Source: an optimization exercise on an open RTL-to-GDS flow (aim: small area, a short achievable clock period and few clock cycles per item). Production flows keep margins and buffers that such runs may drop. The RTL was checked by simulation tests, not by an equivalence proof against the original design.

## bfu_dif_pipe
module bfu_dif_pipe (
  input  logic               clk,
  input  logic               rst,
  input  logic               in_valid,
  output logic               in_ready,
  input  logic               scale,
  input  logic signed [15:0] a_re,
  input  logic signed [15:0] a_im,
  input  logic signed [15:0] b_re,
  input  logic signed [15:0] b_im,
  input  logic signed [15:0] tw_re,
  input  logic signed [15:0] tw_im,
  output logic               out_valid,
  input  logic               out_ready,
  output logic signed [15:0] x_re,
  output logic signed [15:0] x_im,
  output logic signed [15:0] y_re,
  output logic signed [15:0] y_im
);
  logic en;
  assign en       = ~out_valid | out_ready;
  assign in_ready = en;
  logic n1, n2, n3, n4, n5, n6, n7, n8;
  logic n9, n10, n11, n12, n13, n14, n15, n16;
  logic n17, n18, n19, n20, n21, n22, n23, n24;
  logic n25, n26, n27, n28, n29, n30, n31, n32;
  logic n33, n34, n35, n36, n37, n38, n39, n40;
  logic n41, n42, n43, n44, n45, n46, n47, n48;
  logic n49, n50, n51, n52, n53, n54, n55, n56;
  logic n57, n58, n59, n60, n61, n62, n63, n64;
  logic n65, n66, n67, n68, n69, n70, n71, n72;
  logic n73, n74, n75, n76, n77, n78, n79, n80;
  logic n81, n82, n83, n84, n85, n86, n87, n88;
  logic n89, n90, n91, n92, n93, n94, n95, n96;
  logic n97, n98, n99, n100, n101, n102, n103, n104;
  logic n105, n106, n107, n108, n109, n110, n111, n112;
  logic n113, n114, n115, n116, n117, n118, n119, n120;
  logic n121, n122, n123, n124, n125, n126, n127, n128;
  logic n129, n130, n131, n132, n133, n134, n135, n136;
  logic n137, n138, n139, n140, n141, n142, n143, n144;
  logic n145, n146, n147, n148, n149, n150, n151, n152;
  logic n153, n154, n155, n156, n157, n158, n159, n160;
  logic n161, n162, n163, n164, n165, n166, n167, n168;
  logic n169, n170, n171, n172, n173, n174, n175, n176;
  logic n177, n178, n179, n180, n181, n182, n183, n184;
  logic n185, n186, n187, n188, n189, n190, n191, n192;
  logic n193, n194, n195, n196, n197, n198, n199, n200;
  logic n201, n202, n203, n204, n205, n206, n207, n208;
  logic n209, n210, n211, n212, n213, n214, n215, n216;
  logic n217, n218, n219, n220, n221, n222, n223, n224;
  logic n225, n226, n227, n228, n229, n230, n231, n232;
  logic n233, n234, n235, n236, n237, n238, n239, n240;
  ...
Size: ~3,800 cells after synthesis, ~410 flip-flops, ~170 I/O pins, roughly 40,000 um^2 of cells after synthesis.
Settings: LEC_CHECK=0, ABC_AREA=1, CAP_MARGIN=20, CORE_MARGIN=2, CORE_UTILIZATION=60, CTS_CLUSTER_DIAMETER=100, CTS_CLUSTER_SIZE=20, SETUP_SLACK_MARGIN=4, SLEW_MARGIN=20, SYNTH_HIERARCHICAL=1; clock period 8.0 ns.
standard.sh (not shown) runs the stock make flow with config.mk's settings and CLKGATE_MAP_FILE= SYNTH_SCRIPT=/design/flow/synth_recipe.tcl, a recipe that flattens the netlist after the stock synthesis.
==> flow/flow/run.sh <==
#!/bin/bash
# Own layout flow: the standard flow (standard.sh: standard synthesis,
# floorplan, placement, CTS, routing, finish) with one change: the buffer that
# port buffering puts on every input and output port is
# sky130_fd_sc_hd__buf_2 instead of buffer_ports' default choice
# (clkdlybuf4s50_1, a slower and larger delay buffer).
cp standard.sh standard_sh.txt
export BUFFER_PORTS_ARGS="-buffer_cell sky130_fd_sc_hd__buf_2"
bash standard.sh > standard.log 2>&1
status=$?
grep -h "RSZ-002[78]" orfs/logs/*/*/*/3_3_place_gp.log > port_buffers.log 2>&1
exit $status
Testbench counts at the start, summed over its fixed seeds: cycles 12,024, items 12,000.
Rerun with:
==> flow/run.sh (new file) <==
#!/bin/bash
# synth_recipe.tcl (not shown) runs the flow's synth.tcl, then flattens the netlist and writes it again
# the make line also repeats each setting of config.mk as NAME=value (left out here)
make -C /OpenROAD-flow-scripts/flow DESIGN_CONFIG=/design/flow/config.mk WORK_HOME=/design/flow/orfs CLKGATE_MAP_FILE= SYNTH_SCRIPT=/design/flow/synth_recipe.tcl finish
removed: flow/flow/run.sh
removed: flow/standard.sh
- area after synthesis does not change
- setup slack gains 32 ps
- sequential cell count stays the same

## separate check: timing with driven ports
The flow's constraints put no driver on any port. The routed layouts listed below were extracted and timed again, unchanged, in two steps.
Step 1, drivers: a clkbuf_16 drives clk and a buf_2 each remaining input, both assumed.
Step 2, shift: input delay + t, output delay - t, t = (earliest + latest rising clock arrival at the registers) / 2. This alone moves slack from input paths to output paths.
a / b / c = ideal / step 1 / step 2; a / b = the first two.
run | t, ns | setup slack, ns | hold slack, ns
the first run | 0.711 | 3.960 / 3.960 / 3.510 | 0.412 / 0.412 / 0.412
the second run | 0.692 | 3.991 / 3.991 / 3.515 | 0.421 / 0.421 / 0.421
After both steps every run listed still meets setup and hold. The setup slack of the second run, which loses most, moves by 0.000 ns with the drivers and by -0.476 ns with both steps.
